This design comes from an exercise in tuning for small area on the open sky130 flow, not from production work. In this exercise RTL edits were held to simulation tests only and were not proved equivalent to the original. Power figures rest on the tool's default switching activity, not on a simulated workload. No driver is modelled on the clock port, so clocking that relies on it looks cheaper here than on a real chip.

==> run a: inputs <==
==> flow/design.v (excerpt) <==
module mac_buff_top (
    input  logic           CLK,
    input  logic           RST_N,
    input  logic           en_mac,
    input  logic [127:0]   operands,
    input  logic           en_block_read,
    output logic           rdy_mac,
    output logic           rdy_block_read,
    output logic           mem_val_valid,
    output logic [33:0]    mem_val_data
);
    logic [33:0] sum_a;
    logic [33:0] sum_b;
    logic [33:0] result_sum;
    logic        load;
    logic        shift;
    operand_mult_array u_mult (
        .CLK      (CLK),
        .load     (load),
        .operands (operands),
        .sum_a    (sum_a),
        .sum_b    (sum_b)
    );
    product_adder_tree u_adder (
        .sum_a      (sum_a),
        .sum_b      (sum_b),
        .result_sum (result_sum)
    );
    result_buffer_ctrl u_ctrl (
        .CLK            (CLK),
        .RST_N          (RST_N),
        .en_mac         (en_mac),
  ...
Settings: LEC_CHECK=0, CAP_MARGIN=20, CORE_MARGIN=2, CORE_UTILIZATION=60, SETUP_SLACK_MARGIN=0.05, SLEW_MARGIN=20; clock period 6.0 ns.
standard.sh (not shown) runs the stock make flow with config.mk's settings and CLKGATE_MAP_FILE= SYNTH_SCRIPT=/design/flow/synth_recipe.tcl, a recipe that flattens the netlist after the stock synthesis.
==> flow/flow/run.sh <==
#!/bin/bash
# The standard layout (standard.sh) with these changes:
# - synthesis is synth_recipe.tcl with Yosys's generic abc pass skipped
#   inside synth (-noabc), so that extract_fa sees the adder tree as written;
#   the final liberty abc, flattening and renaming are unchanged
# - input and output ports get the smallest buffer (buf_1) instead of the
#   delay cell buffer_ports picks by default; every port is still buffered
# - timing-driven global placement keeps its net weighting but not the
#   resizer's virtual buffering (GPL_KEEP_OVERFLOW=0); later repair steps
#   still fix every real violation
# - a leaner clock tree: clkbuf_16 only, larger sink clusters and no dummy
#   balancing loads
set -euo pipefail
HERE=$(cd "$(dirname "$0")" && pwd)
CTS="-sink_clustering_enable -repair_clock_nets -dont_use_dummy_load"
CTS="$CTS -buf_list sky130_fd_sc_hd__clkbuf_16"
CTS="$CTS -sink_clustering_size 32 -sink_clustering_max_diameter 120"
bash standard.sh "SYNTH_SCRIPT=$HERE/synth_noabc.tcl" "CTS_ARGS=$CTS" \
    "BUFFER_PORTS_ARGS=-buffer_cell sky130_fd_sc_hd__buf_1" GPL_KEEP_OVERFLOW=0 finish > standard_make.log 2>&1
==> flow/flow/synth_noabc.tcl <==
proc synth {args} { yosys synth -nofsm -noshare -noabc {*}$args }
source $::env(SCRIPTS_DIR)/synth.tcl
# left out here: clear keep_hierarchy, flatten, clean up, hide names made inside functions, write 1_2_yosys.v
==> run b (differences from run a) <==
==> flow/flow/run.sh (replaced) <==
#!/bin/bash
# The standard layout (standard.sh) with these changes:
# - synthesis is synth_recipe.tcl with Yosys's generic abc pass skipped
#   inside synth (-noabc), so that extract_fa sees the adder tree as written;
#   the final liberty abc, flattening and renaming are unchanged
# - input and output ports get the smallest buffer (buf_1) instead of the
#   delay cell buffer_ports picks by default; every port is still buffered
# - a leaner clock tree: clkbuf_16 only, larger sink clusters and no dummy
#   balancing loads
set -euo pipefail
HERE=$(cd "$(dirname "$0")" && pwd)
CTS="-sink_clustering_enable -repair_clock_nets -dont_use_dummy_load"
CTS="$CTS -buf_list sky130_fd_sc_hd__clkbuf_16"
CTS="$CTS -sink_clustering_size 32 -sink_clustering_max_diameter 120"
bash standard.sh "SYNTH_SCRIPT=$HERE/synth_noabc.tcl" "CTS_ARGS=$CTS" \
    "BUFFER_PORTS_ARGS=-buffer_cell sky130_fd_sc_hd__buf_1" finish > standard_make.log 2>&1
Settings changed: SETUP_SLACK_MARGIN 0.05 to default.
==> run c (differences from run a) <==
Settings changed: SETUP_SLACK_MARGIN 0.05 to 0.1.
==> run d (differences from run a) <==
--- a/flow/design.v
+++ b/flow/design.v
@@ -1,12 +1,11 @@
 `default_nettype none
 module operand_mult_array (
     input  logic           CLK,
-    input  logic           load,
     input  logic [127:0]   operands,
     output logic [33:0]    sum_a,
     output logic [33:0]    sum_b
 );
     logic [127:0] op_q;
     always_ff @(posedge CLK) begin
         op_q <= operands;
     end
@@ -2004,20 +2003,18 @@
     wire c1992 = (c1856 & s1925) | (c1924 & (c1856 ^ s1925));
     wire s1993 = c1860 ^ s1927 ^ c1926;
     wire c1994 = (c1860 & s1927) | (c1926 & (c1860 ^ s1927));
     wire s1995 = s1929 ^ c1864 ^ c1928;
     wire c1996 = (s1929 & c1864) | (c1928 & (s1929 ^ c1864));
     wire s1997 = 1'b1 ^ c1930;
     wire c1998 = 1'b1 & c1930;
     always_ff @(posedge CLK) begin
-        if (load) begin
-            sum_a <= {c1996, c1994, c1992, c1990, c1988, c1986, c1984, c1982, c1980, c1978, c1976, c1974, c1972, c1970, c1968, c1966, c1964, c1962, c1960, c1958, c1956, c1954, c1952, c1950, c1948, c1946, c1944, c1942, c1940, c1938, c1936, c1934, c1932, s1931};
-            sum_b <= {s1997, s1995, s1993, s1991, s1989, s1987, s1985, s1983, s1981, s1979, s1977, s1975, s1973, s1971, s1969, s1967, s1965, s1963, s1961, s1959, s1957, s1955, s1953, s1951, s1949, s1947, s1945, s1943, s1941, s1939, s1937, s1935, s1933, s1741};
-        end
+        sum_a <= {c1996, c1994, c1992, c1990, c1988, c1986, c1984, c1982, c1980, c1978, c1976, c1974, c1972, c1970, c1968, c1966, c1964, c1962, c1960, c1958, c1956, c1954, c1952, c1950, c1948, c1946, c1944, c1942, c1940, c1938, c1936, c1934, c1932, s1931};
+        sum_b <= {s1997, s1995, s1993, s1991, s1989, s1987, s1985, s1983, s1981, s1979, s1977, s1975, s1973, s1971, s1969, s1967, s1965, s1963, s1961, s1959, s1957, s1955, s1953, s1951, s1949, s1947, s1945, s1943, s1941, s1939, s1937, s1935, s1933, s1741};
     end
 endmodule
 `default_nettype wire
 `default_nettype none
 module product_adder_tree (
     input  logic [33:0]    sum_a,
     input  logic [33:0]    sum_b,
     output logic [33:0]    result_sum
@@ -2119,17 +2116,16 @@
 module result_buffer_ctrl (
     input  logic           CLK,
     input  logic           RST_N,
     input  logic           en_mac,
     input  logic           en_block_read,
     output logic           rdy_mac,
     output logic           rdy_block_read,
     output logic           mem_val_valid,
-    output logic           load,
     output logic           shift
 );
     localparam logic [1:0] IDLE    = 2'b00;
     localparam logic [1:0] WRITING = 2'b01;
     localparam logic [1:0] FULL    = 2'b10;
     localparam logic [1:0] READING = 2'b11;
     logic [1:0]    state;
     logic [6:0]    cnt;
@@ -2138,18 +2134,17 @@
     logic          accept;
     logic          reading;
     logic          last_wr;
     assign rdy_mac        = ~state[1] & ~cnt[6];
     assign rdy_block_read = (state == FULL);
     assign accept         = en_mac & rdy_mac;
     assign reading        = (state == READING);
     assign last_wr        = vld[6] & cnt[6] & ~|vld[5:0];
-    assign load  = vld[0];
-    assign shift = vld[0] | mem_val_valid;
+    assign shift = vld[1] | mem_val_valid;
     always_ff @(posedge CLK or negedge RST_N) begin
         if (!RST_N) begin
             state         <= IDLE;
             cnt           <= '0;
             vld           <= '0;
             rd_valid_q    <= 1'b0;
             mem_val_valid <= 1'b0;
         end else begin
@@ -2174,23 +2169,23 @@
     parameter int BUF_DEPTH = 64,
     parameter int DW        = 34
 ) (
     input  logic           CLK,
     input  logic           shift,
     input  logic [DW-1:0]  wr_data,
     output logic [DW-1:0]  rd_data
 );
-    logic [DW*(BUF_DEPTH-1)-1:0] mem;
+    logic [DW*BUF_DEPTH-1:0] mem;
     always_ff @(posedge CLK) begin
         if (shift) begin
-            mem <= {mem[DW*(BUF_DEPTH-2)-1:0], wr_data};
+            mem <= {mem[DW*(BUF_DEPTH-1)-1:0], wr_data};
         end
     end
-    assign rd_data = mem[DW*(BUF_DEPTH-2) +: DW];
+    assign rd_data = mem[DW*(BUF_DEPTH-1) +: DW];
 endmodule
 `default_nettype wire
 `default_nettype none
 module mac_buff_top (
     input  logic           CLK,
     input  logic           RST_N,
     input  logic           en_mac,
     input  logic [127:0]   operands,
@@ -2198,21 +2193,19 @@
     output logic           rdy_mac,
     output logic           rdy_block_read,
     output logic           mem_val_valid,
     output logic [33:0]    mem_val_data
 );
     logic [33:0] sum_a;
     logic [33:0] sum_b;
     logic [33:0] result_sum;
-    logic        load;
     logic        shift;
     operand_mult_array u_mult (
         .CLK      (CLK),
-        .load     (load),
         .operands (operands),
         .sum_a    (sum_a),
         .sum_b    (sum_b)
     );
     product_adder_tree u_adder (
         .sum_a      (sum_a),
         .sum_b      (sum_b),
         .result_sum (result_sum)
@@ -2220,17 +2213,16 @@
     result_buffer_ctrl u_ctrl (
         .CLK            (CLK),
         .RST_N          (RST_N),
         .en_mac         (en_mac),
         .en_block_read  (en_block_read),
         .rdy_mac        (rdy_mac),
         .rdy_block_read (rdy_block_read),
         .mem_val_valid  (mem_val_valid),
-        .load           (load),
         .shift          (shift)
     );
     result_ram u_ram (
         .CLK     (CLK),
         .shift   (shift),
         .wr_data (result_sum),
         .rd_data (mem_val_data)
     );
Settings changed: SETUP_SLACK_MARGIN 0.05 to default.
==> qor summary <==
|  | run b | run d | run c | run a |
|---|---|---|---|---|
| Largest net degree at the start of global routing | 185 | 62 | 72 | 72 |
| Combinational Power | 27.6 mW | 26.6 mW | 27.2 mW | 27.2 mW |
| Aggregate global-route resource usage | 0.237 | 0.235 | 0.238 | 0.238 |
| Die Span Y | 401 µm | 401 µm | 401 µm | 401 µm |
| Clock buffer and inverter area fraction after layout | 0.0211 | 0.0215 | 0.0210 | 0.0210 |
| Async set-reset flop share out of synthesis | 0.00764 | 0.00753 | 0.00764 | 0.00764 |
| Non-clock buffer count | 425 | 225 | 244 | 245 |
| Switching share of total power | 0.339 | 0.341 | 0.334 | 0.334 |
| Bufs and invs on worst path | 0 | 0 | 1 | 1 |
| Setup repair after global routing missed its margin | false | false | true | true |
| Max stage delay cell, worst path | sky130_fd_sc_hd__ha_1 | sky130_fd_sc_hd__ha_1 | sky130_fd_sc_hd__fa_1 | sky130_fd_sc_hd__dfxtp_1 |
| Netlist area before placement | 94400 µm² | 94800 µm² | 94400 µm² | 94400 µm² |
| CP Launch Point | u_mult.op_q[61]$_DFF_P_ | u_mult.op_q[11]$_DFF_P_ | u_mult.op_q[5]$_DFF_P_ | u_mult.op_q[36]$_DFF_P_ |
| CTS sink cnt | 2356 | 2390 | 2356 | 2356 |
| Reg area | 69400 µm² | 69800 µm² | 69500 µm² | 69400 µm² |
| Post-synthesis compound-gate area fraction | 0.0432 | 0.0428 | 0.0432 | 0.0432 |
| Final critical delay including setup and external delays | 5.79 ns | 5.86 ns | 5.82 ns | 5.92 ns |
| DRT iter0 DRCs | 4095 | 4191 | 4196 | 4178 |
| Top layer used by detailed routing | met5 | met4 | met4 | met4 |
| Share of cells above drive strength 1 | 0.0748 | 0.0471 | 0.0593 | 0.0574 |
| Met3 Resource Use GR | 0.0437 | 0.0497 | 0.0457 | 0.0439 |
| Power dissipated by switching net loads | 22.4 mW | 21.7 mW | 22.0 mW | 22.0 mW |
| Data required time of the critical path | 6.42 ns | 6.67 ns | 6.36 ns | 6.36 ns |
| Core region area | 156000 µm² | 157000 µm² | 156000 µm² | 156000 µm² |
| Largest register FFs | 2142 | 2176 | 2142 | 2142 |
| Proportion of cell area occupied by multi-input gates | 0.233 | 0.235 | 0.236 | 0.236 |
| Outcome | timing/DRC/antenna clean | timing/DRC/antenna clean | timing/DRC/antenna clean | timing/DRC/antenna clean |

what the ideal ports hide:
In the flow no input, the clock included, has a driving cell. The finished layouts below were timed again as built, in two steps. Step 1 assumes that a clkbuf_16 drives the clock port and a buf_2 every other input. Step 2 times the ports against the registers' clock, not the clock port: input delays grow and output delays shrink by t, the midpoint of the rising clock arrivals with the driver on. a / b / c = no drivers / after step 1 / after step 2; a / b = the first two.
run	t, ns	slack for setup (ns)	worst hold slack (ns)	clock arrival spread, ns	worst slew at a driven data input, ns
run a	0.766	0.078 / 0.078 / 0.078	0.349 / 0.290 / 0.357	0.141 / 0.142	0.07
run b	0.796	0.214 / 0.214 / 0.214	0.360 / 0.360 / 0.360	0.100 / 0.101	0.14
run c	0.765	0.181 / 0.181 / 0.181	0.349 / 0.291 / 0.352	0.141 / 0.142	0.06
run d	0.796	0.136 / 0.136 / 0.136	0.361 / 0.361 / 0.361	0.121 / 0.121	0.07
After both steps every run listed still meets setup and hold.
